From an optimization exercise on the open Yosys and OpenROAD flow, aimed at a short achievable clock period and few clock cycles; shortcuts taken in it are not production practice. Only simulation tests tie the RTL to the original design; equivalence was not proved. Power figures rest on the tool's default switching activity, not on a simulated workload.

==> flow/run.sh <==
#!/bin/bash
# synth_recipe.tcl (not shown) runs the flow's synth.tcl, then flattens the netlist and writes it again
# the make line also repeats each setting of config.mk as NAME=value (left out here)
make -C /OpenROAD-flow-scripts/flow DESIGN_CONFIG=/design/flow/config.mk WORK_HOME=/design/flow/orfs CLKGATE_MAP_FILE= SYNTH_SCRIPT=/design/flow/synth_recipe.tcl finish
==> flow/config.mk <==
export PLATFORM = sky130hd
export DESIGN_NAME = processor
export DESIGN_NICKNAME = processor
export VERILOG_FILES = /design/flow/design.v
export SDC_FILE = /design/flow/constraint.sdc
export NUM_CORES = 4
export LEC_CHECK = 0
export CAP_MARGIN = 20
export CORE_MARGIN = 2
export CORE_UTILIZATION = 40
export SLEW_MARGIN = 20
==> flow/constraint.sdc <==
create_clock -name core_clock -period 5.5 [get_ports {clock}]
set_input_delay 1.1000 -clock core_clock [delete_from_list [all_inputs] [get_ports {clock}]]
set_output_delay 1.1000 -clock core_clock [all_outputs]
set_load 0.01 [all_outputs]
==> flow/design.v <==
package cpu_pkg;
    localparam int word_width = 32;
    typedef logic [word_width-1:0] word_t;
    typedef logic [4:0]            reg_idx_t;
    typedef logic [4:0]            opcode_t;
    typedef logic [4:0]            alu_op_t;
    typedef logic [1:0]            fwd_sel_t;
    localparam opcode_t op_rtype = 5'b00000;
    localparam opcode_t op_j     = 5'b00001;
    localparam opcode_t op_bne   = 5'b00010;
    localparam opcode_t op_jal   = 5'b00011;
    localparam opcode_t op_addi  = 5'b00101;
    localparam opcode_t op_blt   = 5'b00110;
    localparam opcode_t op_sw    = 5'b00111;
    localparam opcode_t op_lw    = 5'b01000;
    localparam alu_op_t alu_add = 5'b00000;
    localparam alu_op_t alu_sub = 5'b00001;
    localparam alu_op_t alu_and = 5'b00010;
    localparam alu_op_t alu_or  = 5'b00011;
    localparam alu_op_t alu_sll = 5'b00100;
    localparam alu_op_t alu_sra = 5'b00101;
    localparam int opcode_lsb   = 27;
    localparam int rd_lsb       = 22;
    localparam int rs_lsb       = 17;
    localparam int rt_lsb       = 12;
    localparam int shamt_lsb    = 7;
    localparam int aluop_lsb    = 2;
    localparam int imm_width    = 17;
    localparam int target_width = 27;
    localparam reg_idx_t link_reg = 5'd31;
    localparam fwd_sel_t fwd_reg = 2'd0;
    localparam fwd_sel_t fwd_wb  = 2'd1;
    localparam fwd_sel_t fwd_mem = 2'd2;
    typedef struct packed {
        logic       reg_write;
        logic       use_imm;
        alu_op_t    alu_op;
        logic [4:0] shamt;
        reg_idx_t   dest;
        logic       mem_write;
        logic       mem_read;
        logic       is_jump;
        logic       is_jal;
        logic       is_bne;
        logic       is_blt;
        reg_idx_t   src_a;
        reg_idx_t   src_b;
    } ctrl_t;
    localparam ctrl_t nop_ctrl = '0;
    typedef struct packed {
        word_t pc;
        word_t rs_val;
        word_t rt_val;
        word_t imm;
        word_t target;
        ctrl_t ctrl;
    } dx_t;
    typedef struct packed {
        word_t result;
        word_t store_data;
        ctrl_t ctrl;
    } xm_t;
    typedef struct packed {
        word_t result;
        word_t load_data;
        ctrl_t ctrl;
    } mw_t;
endpackage
`timescale 1ns/1ns
module instr_decoder (
    input  cpu_pkg::word_t instr,
    output cpu_pkg::ctrl_t ctrl,
    output cpu_pkg::word_t imm,
    output cpu_pkg::word_t target
);
    cpu_pkg::opcode_t  opcode;
    cpu_pkg::reg_idx_t rd;
    cpu_pkg::reg_idx_t rs;
    cpu_pkg::reg_idx_t rt;
    logic     writes;
    assign opcode = instr[cpu_pkg::opcode_lsb +: 5];
    assign rd     = instr[cpu_pkg::rd_lsb +: 5];
    assign rs     = instr[cpu_pkg::rs_lsb +: 5];
    assign rt     = instr[cpu_pkg::rt_lsb +: 5];
    assign imm    = {{(cpu_pkg::word_width - cpu_pkg::imm_width){instr[cpu_pkg::imm_width-1]}}, instr[cpu_pkg::imm_width-1:0]};
    assign target = {{(cpu_pkg::word_width - cpu_pkg::target_width){1'b0}}, instr[cpu_pkg::target_width-1:0]};
    always_comb begin
        ctrl        = cpu_pkg::nop_ctrl;
        writes      = 1'b0;
        ctrl.shamt  = instr[cpu_pkg::shamt_lsb +: 5];
        ctrl.alu_op = cpu_pkg::alu_add;
        ctrl.dest   = rd;
        case (opcode)
            cpu_pkg::op_rtype: begin
                writes      = 1'b1;
                ctrl.alu_op = instr[cpu_pkg::aluop_lsb +: 5];
                ctrl.src_a  = rs;
                ctrl.src_b  = rt;
            end
            cpu_pkg::op_addi: begin
                writes       = 1'b1;
                ctrl.use_imm = 1'b1;
                ctrl.src_a   = rs;
            end
            cpu_pkg::op_lw: begin
                writes        = 1'b1;
                ctrl.use_imm  = 1'b1;
                ctrl.mem_read = 1'b1;
                ctrl.src_a    = rs;
            end
            cpu_pkg::op_sw: begin
                ctrl.use_imm   = 1'b1;
                ctrl.mem_write = 1'b1;
                ctrl.src_a     = rs;
                ctrl.src_b     = rd;
            end
            cpu_pkg::op_j: begin
                ctrl.is_jump = 1'b1;
            end
            cpu_pkg::op_jal: begin
                writes      = 1'b1;
                ctrl.is_jal = 1'b1;
                ctrl.dest   = cpu_pkg::link_reg;
            end
            cpu_pkg::op_bne: begin
                ctrl.is_bne = 1'b1;
                ctrl.src_a  = rs;
                ctrl.src_b  = rd;
            end
            cpu_pkg::op_blt: begin
                ctrl.is_blt = 1'b1;
                ctrl.src_a  = rs;
                ctrl.src_b  = rd;
            end
            default: begin
                writes = 1'b0;
            end
        endcase
        ctrl.reg_write = writes && (ctrl.dest != '0);
    end
endmodule
`timescale 1ns/1ns
module alu (
    input  cpu_pkg::word_t   a,
    input  cpu_pkg::word_t   b,
    input  cpu_pkg::alu_op_t op,
    input  logic [4:0]       shamt,
    output cpu_pkg::word_t   result,
    output logic             not_equal,
    output logic             less_than
);
    always_comb begin
        case (op)
            cpu_pkg::alu_add: result = a + b;
            cpu_pkg::alu_sub: result = a - b;
            cpu_pkg::alu_and: result = a & b;
            cpu_pkg::alu_or:  result = a | b;
            cpu_pkg::alu_sll: result = a << shamt;
            cpu_pkg::alu_sra: result = cpu_pkg::word_t'($signed(a) >>> shamt);
            default: result = '0;
        endcase
    end
    assign not_equal = (a != b);
    assign less_than = ($signed(a) < $signed(b));
endmodule
`timescale 1ns/1ns
module hazard_unit (
    input  cpu_pkg::dx_t      dx,
    input  cpu_pkg::xm_t      xm,
    input  cpu_pkg::mw_t      mw,
    input  cpu_pkg::ctrl_t    dec_ctrl,
    output cpu_pkg::fwd_sel_t fwd_a,
    output cpu_pkg::fwd_sel_t fwd_b,
    output logic              store_fwd,
    output logic              dec_fwd_a,
    output logic              dec_fwd_b,
    output logic              stall
);
    logic xm_can_fwd;
    logic xm_hits_a, xm_hits_b, mw_hits_a, mw_hits_b, mw_hits_store;
    logic mw_hits_dec_a, mw_hits_dec_b, dx_hits_dec_a, dx_hits_dec_b;
    assign xm_hits_a     = xm.ctrl.reg_write && (xm.ctrl.dest != '0) && (xm.ctrl.dest == dx.ctrl.src_a);
    assign xm_hits_b     = xm.ctrl.reg_write && (xm.ctrl.dest != '0) && (xm.ctrl.dest == dx.ctrl.src_b);
    assign mw_hits_a     = mw.ctrl.reg_write && (mw.ctrl.dest != '0) && (mw.ctrl.dest == dx.ctrl.src_a);
    assign mw_hits_b     = mw.ctrl.reg_write && (mw.ctrl.dest != '0) && (mw.ctrl.dest == dx.ctrl.src_b);
    assign mw_hits_store = mw.ctrl.reg_write && (mw.ctrl.dest != '0) && (mw.ctrl.dest == xm.ctrl.src_b);
    assign mw_hits_dec_a = mw.ctrl.reg_write && (mw.ctrl.dest != '0) && (mw.ctrl.dest == dec_ctrl.src_a);
    assign mw_hits_dec_b = mw.ctrl.reg_write && (mw.ctrl.dest != '0) && (mw.ctrl.dest == dec_ctrl.src_b);
    assign dx_hits_dec_a = dx.ctrl.reg_write && (dx.ctrl.dest != '0) && (dx.ctrl.dest == dec_ctrl.src_a);
    assign dx_hits_dec_b = dx.ctrl.reg_write && (dx.ctrl.dest != '0) && (dx.ctrl.dest == dec_ctrl.src_b);
    assign xm_can_fwd = !xm.ctrl.mem_read;
    always_comb begin
        if (xm_can_fwd && xm_hits_a) begin
            fwd_a = cpu_pkg::fwd_mem;
        end else if (mw_hits_a) begin
            fwd_a = cpu_pkg::fwd_wb;
        end else begin
            fwd_a = cpu_pkg::fwd_reg;
        end
    end
    always_comb begin
        if (xm_can_fwd && xm_hits_b) begin
            fwd_b = cpu_pkg::fwd_mem;
        end else if (mw_hits_b) begin
            fwd_b = cpu_pkg::fwd_wb;
        end else begin
            fwd_b = cpu_pkg::fwd_reg;
        end
    end
    assign store_fwd = xm.ctrl.mem_write && mw_hits_store;
    assign dec_fwd_a = mw_hits_dec_a;
    assign dec_fwd_b = mw_hits_dec_b;
    assign stall = dx.ctrl.mem_read &&
                   (dx_hits_dec_a ||
                    (dx_hits_dec_b && !dec_ctrl.mem_write));
endmodule
`timescale 1ns/1ns
module fetch_stage (
    input  logic           clock,
    input  logic           reset,
    input  logic           stall,
    input  logic           redirect,
    input  cpu_pkg::word_t redirect_pc,
    input  cpu_pkg::word_t instr_in,
    output cpu_pkg::word_t pc,
    output cpu_pkg::word_t fd_pc,
    output cpu_pkg::word_t fd_instr
);
    cpu_pkg::word_t pc_next;
    always_comb begin
        if (redirect) begin
            pc_next = redirect_pc;
        end else if (stall) begin
            pc_next = pc;
        end else begin
            pc_next = pc + cpu_pkg::word_t'(1);
        end
    end
    always_ff @(posedge clock) begin
        if (reset) begin
            pc       <= '0;
            fd_instr <= '0;
        end else begin
            pc <= pc_next;
            if (redirect) begin
                fd_instr <= '0;
            end else if (!stall) begin
                fd_instr <= instr_in;
            end
        end
    end
    always_ff @(posedge clock) begin
        if (reset) begin
            fd_pc <= '0;
        end else if (redirect || !stall) begin
            fd_pc <= pc;
        end
    end
endmodule
`timescale 1ns/1ns
module execute_stage (
    input  cpu_pkg::dx_t      dx,
    input  cpu_pkg::fwd_sel_t fwd_a,
    input  cpu_pkg::fwd_sel_t fwd_b,
    input  cpu_pkg::word_t    mem_val,
    input  cpu_pkg::word_t    wb_val,
    output cpu_pkg::word_t    result,
    output cpu_pkg::word_t    store_val,
    output logic              redirect,
    output cpu_pkg::word_t    redirect_pc
);
    cpu_pkg::word_t op_a;
    cpu_pkg::word_t op_b_reg;
    cpu_pkg::word_t op_b;
    cpu_pkg::word_t alu_out;
    cpu_pkg::word_t pc_plus_one;
    cpu_pkg::word_t branch_pc;
    logic  not_equal;
    logic  less_than;
    logic  branch_taken;
    always_comb begin
        case (fwd_a)
            cpu_pkg::fwd_mem: op_a = mem_val;
            cpu_pkg::fwd_wb:  op_a = wb_val;
            default: op_a = dx.rs_val;
        endcase
    end
    always_comb begin
        case (fwd_b)
            cpu_pkg::fwd_mem: op_b_reg = mem_val;
            cpu_pkg::fwd_wb:  op_b_reg = wb_val;
            default: op_b_reg = dx.rt_val;
        endcase
    end
    assign op_b      = dx.ctrl.use_imm ? dx.imm : op_b_reg;
    assign store_val = op_b_reg;
    alu alu_i (
        .a         (op_a),
        .b         (op_b),
        .op        (dx.ctrl.alu_op),
        .shamt     (dx.ctrl.shamt),
        .result    (alu_out),
        .not_equal (not_equal),
        .less_than (less_than)
    );
    assign pc_plus_one = dx.pc + cpu_pkg::word_t'(1);
    assign branch_pc   = pc_plus_one + dx.imm;
    assign branch_taken = (dx.ctrl.is_bne && not_equal) ||
                          (dx.ctrl.is_blt && not_equal && !less_than);
    assign redirect    = branch_taken || dx.ctrl.is_jump || dx.ctrl.is_jal;
    assign redirect_pc = branch_taken ? branch_pc : dx.target;
    assign result = dx.ctrl.is_jal ? pc_plus_one : alu_out;
endmodule
`timescale 1ns/1ns
module processor (
    input  logic           clock,
    input  logic           reset,
    output cpu_pkg::word_t address_imem,
    input  cpu_pkg::word_t q_imem,
    output cpu_pkg::word_t address_dmem,
    output cpu_pkg::word_t data,
    output logic           wren,
    input  cpu_pkg::word_t q_dmem,
    output logic             ctrl_writeEnable,
    output cpu_pkg::reg_idx_t ctrl_writeReg,
    output cpu_pkg::reg_idx_t ctrl_readRegA,
    output cpu_pkg::reg_idx_t ctrl_readRegB,
    output cpu_pkg::word_t    data_writeReg,
    input  cpu_pkg::word_t    data_readRegA,
    input  cpu_pkg::word_t    data_readRegB
);
    cpu_pkg::word_t    pc;
    cpu_pkg::word_t    fd_pc;
    cpu_pkg::word_t    fd_instr;
    cpu_pkg::ctrl_t    dec_ctrl;
    cpu_pkg::word_t    dec_imm;
    cpu_pkg::word_t    dec_target;
    cpu_pkg::word_t    ex_result;
    cpu_pkg::word_t    store_val;
    cpu_pkg::word_t    redirect_pc;
    cpu_pkg::word_t    wb_data;
    logic     redirect;
    logic     stall;
    logic     store_fwd;
    logic     dec_fwd_a;
    logic     dec_fwd_b;
    cpu_pkg::fwd_sel_t fwd_a;
    cpu_pkg::fwd_sel_t fwd_b;
    cpu_pkg::dx_t      dx_d;
    cpu_pkg::dx_t      dx_q;
    cpu_pkg::xm_t      xm_d;
    cpu_pkg::xm_t      xm_q;
    cpu_pkg::mw_t      mw_d;
    cpu_pkg::mw_t      mw_q;
    fetch_stage fetch_stage_i (
        .clock       (clock),
        .reset       (reset),
        .stall       (stall),
        .redirect    (redirect),
        .redirect_pc (redirect_pc),
        .instr_in    (q_imem),
        .pc          (pc),
        .fd_pc       (fd_pc),
        .fd_instr    (fd_instr)
    );
    assign address_imem = pc;
    instr_decoder instr_decoder_i (
        .instr  (fd_instr),
        .ctrl   (dec_ctrl),
        .imm    (dec_imm),
        .target (dec_target)
    );
    assign ctrl_readRegA = dec_ctrl.src_a;
    assign ctrl_readRegB = dec_ctrl.src_b;
    hazard_unit hazard_unit_i (
        .dx        (dx_q),
        .xm        (xm_q),
        .mw        (mw_q),
        .dec_ctrl  (dec_ctrl),
        .fwd_a     (fwd_a),
        .fwd_b     (fwd_b),
        .store_fwd (store_fwd),
        .dec_fwd_a (dec_fwd_a),
        .dec_fwd_b (dec_fwd_b),
        .stall     (stall)
    );
    always_comb begin
        dx_d.pc     = fd_pc;
        dx_d.rs_val = dec_fwd_a ? wb_data : data_readRegA;
        dx_d.rt_val = dec_fwd_b ? wb_data : data_readRegB;
        dx_d.imm    = dec_imm;
        dx_d.target = dec_target;
        dx_d.ctrl   = (stall || redirect) ? cpu_pkg::nop_ctrl : dec_ctrl;
    end
    always_ff @(posedge clock) begin
        if (reset) begin
            dx_q <= '0;
        end else begin
            dx_q <= dx_d;
        end
    end
    execute_stage execute_stage_i (
        .dx          (dx_q),
        .fwd_a       (fwd_a),
        .fwd_b       (fwd_b),
        .mem_val     (xm_q.result),
        .wb_val      (wb_data),
        .result      (ex_result),
        .store_val   (store_val),
        .redirect    (redirect),
        .redirect_pc (redirect_pc)
    );
    assign xm_d.result     = ex_result;
    assign xm_d.store_data = store_val;
    assign xm_d.ctrl       = dx_q.ctrl;
    always_ff @(posedge clock) begin
        if (reset) begin
            xm_q <= '0;
        end else begin
            xm_q <= xm_d;
        end
    end
    assign address_dmem = xm_q.result;
    assign data         = store_fwd ? wb_data : xm_q.store_data;
    assign wren         = xm_q.ctrl.mem_write;
    assign mw_d.result    = xm_q.result;
    assign mw_d.load_data = q_dmem;
    assign mw_d.ctrl      = xm_q.ctrl;
    always_ff @(posedge clock) begin
        if (reset) begin
            mw_q <= '0;
        end else begin
            mw_q <= mw_d;
        end
    end
    assign wb_data          = mw_q.ctrl.mem_read ? mw_q.load_data : mw_q.result;
    assign ctrl_writeEnable = mw_q.ctrl.reg_write;
    assign ctrl_writeReg    = mw_q.ctrl.dest;
    assign data_writeReg    = wb_data;
endmodule
==> impl_metrics.tcl <==
set metrics [dict create \
    cts_tree "built" \
    row_count 95 \
    vdd.ir_drop.worst_mv 0.283 \
    postCtsHoldBufs 0 \
    hold_viol_final 0 \
    setup_tns_ns 0 \
    syn_inst 3573 \
    fin_crit_sh 0.961 \
    initial_core_util 0.406 \
    grt_pass1_vias 27100 \
    synthArstFlopShare 0 \
    wl_per_cell_um 24.8 \
    ant_nets 0 \
    htree_num_levels 2 \
    final.min_clock_period_ns 5.29 \
    grt_usage 0.326 \
    max_freq_mhz 189 \
    antenna_found_initial 6 \
    fin_ws_ns 0.212 \
    fp.dieW_um 266 \
    grt_max_degree 152 \
    rsz0062_at_grt "false" \
    power_density_mw_per_mm2 258 \
    clockBufferDepth 3 \
    ff2ff_setup_slack_ns 0.21 \
    drive_gt1_frac 0.133 \
    insertion_delay_ns 0.62 \
    synthesis.nets 3838 \
    io_pins 275 \
    drtIter0Drc 3068 \
    worstPathRequired_ns 5.99 \
    outcome "no timing/DRC/antenna violations" \
    gp_congestion 1.05 \
    p_comb_frac 0.271 \
    seqPwrFrac 0.371 \
    synth_ff_type "dfxtp_1" \
    n_fill_cell 6645 \
    path_clk_slew_ns 0.06 \
    ys_warn_count 6 \
    cellLeakagePower_nw 13.5 \
    dpl_worst_slack_ns 0.0498 \
    cp_num_buf_inv 5 \
    cts_made_buffers 44 \
    fin_nets 4157 \
    synth_area_mm2 0.0274 \
    instances_no_fill 4799 \
    grt-ovfl-total 0 \
    worst_pin_slew_ns 1.25 \
    cts-root-buf "clkbuf_16" \
    switchingPower_mw 2.88 \
    yosysUniqueCellTypes 93 \
    grt_pass1_wl_mm 174 \
    place_inst 4718 \
    die_area_mm2 0.0706 \
    cp-end-kind "register" \
    crit_top_cell "buf_4" \
    critPathMaxFanout 17 \
    syn_avg_cell_area_um2 7.67 \
    drc 0 \
    power_mw 8.77 \
    drt-vias-per-instance 5.85 \
    totalWireLength_mm 119 \
    critical_path_class "register to register" \
    design.core.area_mm2 0.0675 \
    intPower_mw 5.89 \
    crit_path_top_delay_cell "or4_4" \
    synth_edf_count 0 \
    cts_sinks 400 \
    slowest_delay_ns 0.50 \
    syn_to_final_growth_pct 23.9 \
    crit_family "compound AO/OA/AOI/OAI gates" \
    slew_viol_final 0 \
    critPathLaunchType "register" \
    place_hpwl_mm 92.6 \
    die_h_um 266 \
    slew_headroom 0.163 \
    setup_viol 0 \
    drv_cap 0 \
    crit_chain "or4_4 > buf_4 > o211ai_4 > buf_12 > buf_4 > nor3_1 > o31ai_4 > ha_1 > nand2b_1 > a21oi_1 > o21ai_1 > a311oi_1 > o21ai_0 > o211ai_1 > buf_4 > mux2_2 > o211ai_4 > buf_4 > nor2_1 > a2111oi_0" \
    antenna_cells 0 \
    drtPass1Iterations 8 \
    synth-seq-cells 400 \
    port_buffers 274 \
    arrival_ns 5.77 \
    swShare 0.328 \
    ys_seq_area_frac 0.292 \
    vias 28100 \
    skew_ns 0.0545 \
    min_path_type "register to register" \
    power_frac_clock 0.358 \
]
-- stage by stage --
step	util	instance area [µm²]	hold slack, ns
3_5_place_dp	0.479	32300	0.438
6_report	0.503	34000	0.444
2_1_floorplan	-	27400	0.414
4_1_cts	0.502	33900	0.444
3_3_place_gp	0.479	32300	0.433
5_1_grt	0.503	34000	0.457
-- flip-flops by register name, indices dropped and copies added, names as in the netlist --
name	cells
dx_q	156
fetch_stage_i.fd_instr	32
fetch_stage_i.fd_pc	32
fetch_stage_i.pc	32
mw_q	71
xm_q	77
-- what timing repair did --
item                                    in CTS  in global routing
endpoints found under the hold margin        0                  0
pin swaps                                    0                  2
buffers inserted                             0                  1
gates resized for setup                      1                 13
cloned                                       0                  0
endpoints found under the setup margin       2                117
-- layout by cell type, fill, tap and decap left out, drive strengths merged, types with 9 or more instances in the layout --
cell and instances:
ha 132, o211ai 33, o22ai 25, nor2 390, clkbuf 57, nand2b 14
nand3 51, nand2 401, o2111ai 9, a221oi 29, o221ai 11, o31ai 46
nand4 62, xor2 46, or2 10, and3 33, mux4 10, clkdlybuf4s50 273
nor4 15, a21o 27, nor2b 162, a31oi 21, mux2i 91, nor3 93
dfxtp 400, o21bai 19, clkinv 17, o21ai 205, and2 56, inv 162
a2111oi 13, a211oi 80, buf 288, mux2 28, a21oi 327, a22oi 9
or3 12, o21a 27, xnor2 109
-- per-layer routing --
metal | up-vias | GRT usage | wire length [µm]
li1 | 13200 | - | -
met1 | 13300 | 0.408 | 48500
met2 | 1246 | 0.542 | 55100
met3 | 322 | 0.0500 | 8200
met4 | 4 | 0.170 | 7000
met5 | - | 0 | 29
-- synth_stat cells, types with 10 or more instances --
cell,instances,area share
nand2_1,401,0.055
dfxtp_1,400,0.29
nor2_1,390,0.053
a21oi_1,314,0.057
clkbuf_1,182,0.025
o21ai_0,179,0.033
nor2b_1,162,0.037
inv_1,142,0.019
ha_1,132,0.060
xnor2_1,109,0.035
mux2i_1,88,0.032
nor3_1,88,0.016
a211oi_1,80,0.022
nand4_1,62,0.014
and2_1,55,0.013
nand3_1,51,0.0093
buf_4,49,0.013
xor2_1,46,0.015
and3_1,33,0.0075
o211ai_1,31,0.0085
a221oi_1,28,0.0089
buf_2,28,0.0051
a21o_1,27,0.0074
mux2_2,27,0.011
o21a_1,27,0.0074
o21ai_1,26,0.0047
o22ai_1,25,0.0057
buf_1,23,0.0032
o31ai_4,23,0.018
a31oi_1,21,0.0048
o21bai_1,19,0.0052
inv_2,18,0.0025
nor4_1,15,0.0034
nand2b_1,14,0.0032
o31ai_1,14,0.0038
a2111oi_0,12,0.0038
a21oi_2,12,0.0038
or3_1,12,0.0027
o221ai_1,11,0.0035
mux4_2,10,0.0082
-- power groups by stage --
stage	sequential, mW	combinational [mW]	clock, mW
after global placement	3.32	2.30	0
after detailed placement	3.32	2.30	0
after floorplan	3.22	1.30	0
after global routing	3.27	2.52	3.30
final	3.25	2.37	3.14
after CTS	3.25	2.31	3.19
-- kinds of logic (layout without fill, tap and decap cells) --
logic type,Yosys count,in the layout,synth area share
AOI/OAI and AO/OA,981,981,0.244
xor gates and xnor gates,155,155,0.0495
adders and majority gates,135,135,0.0625
buffers and inverters,450,803,0.0713
DFF,400,400,0.292
muxes,129,129,0.0540
and+or+nand+nor,1323,1323,0.226
-- final timing paths --
| path | startpoint | endpoint | depth (start not counted) |
|---|---|---|---|
| setup reg to reg | mw_q[18] | fetch_stage_i.pc[7] | 20 |
| setup / recovery | mw_q[18] | fetch_stage_i.pc[7] | 20 |
| hold / removal | fetch_stage_i.fd_pc[15] | fetch_stage_i.fd_pc[15] | 2 |
| hold reg to reg | fetch_stage_i.fd_pc[15] | fetch_stage_i.fd_pc[15] | 2 |
-- tightest hold or removal path, cell delays in order, from the launching register on --
cell,delay (ns)
dfxtp_1,0.30
nand2_1,0.05
a21oi_1,0.05
-- final cells by class --
type / count / area (µm²) / area share
tap: 873 / 1090 / 0.0322
clock buffer: 57 / 1210 / 0.0356
clock inverter: 23 / 333 / 0.00980
timing repair buffer: 561 / 5100 / 0.150
multi-input combinational: 2723 / 17600 / 0.518
inverter: 162 / 608 / 0.0179
sequential: 400 / 8020 / 0.236
Testbench counts, summed over its fixed seeds: cycles 37,934.

-- what the ideal ports hide --
In the flow no input, the clock included, has a driving cell. The finished layout below was timed again as built, in two steps.
Step 1 sets driving cells, clkbuf_16 on the clock port and buf_2 on the other inputs (assumed; they add their load-dependent delay and slew).
Step 2, shift: input delay + t, output delay - t, t = (earliest + latest rising clock arrival at the registers) / 2. This alone moves slack from input paths to output paths.
a / b / c = ideal / step 1 / step 2; a / b = the first two.
t (ns): 0.659
setup slack, ns: 0.212 / 0.212 / 0.212
worst setup path at the end: register to register
clock arrival spread, ns: 0.055 / 0.055
pins driven straight from the clock port: 1
After both steps setup and hold are still met in this run. The setup slack of this run moves by 0.000 ns with the drivers and by 0.000 ns with both steps.
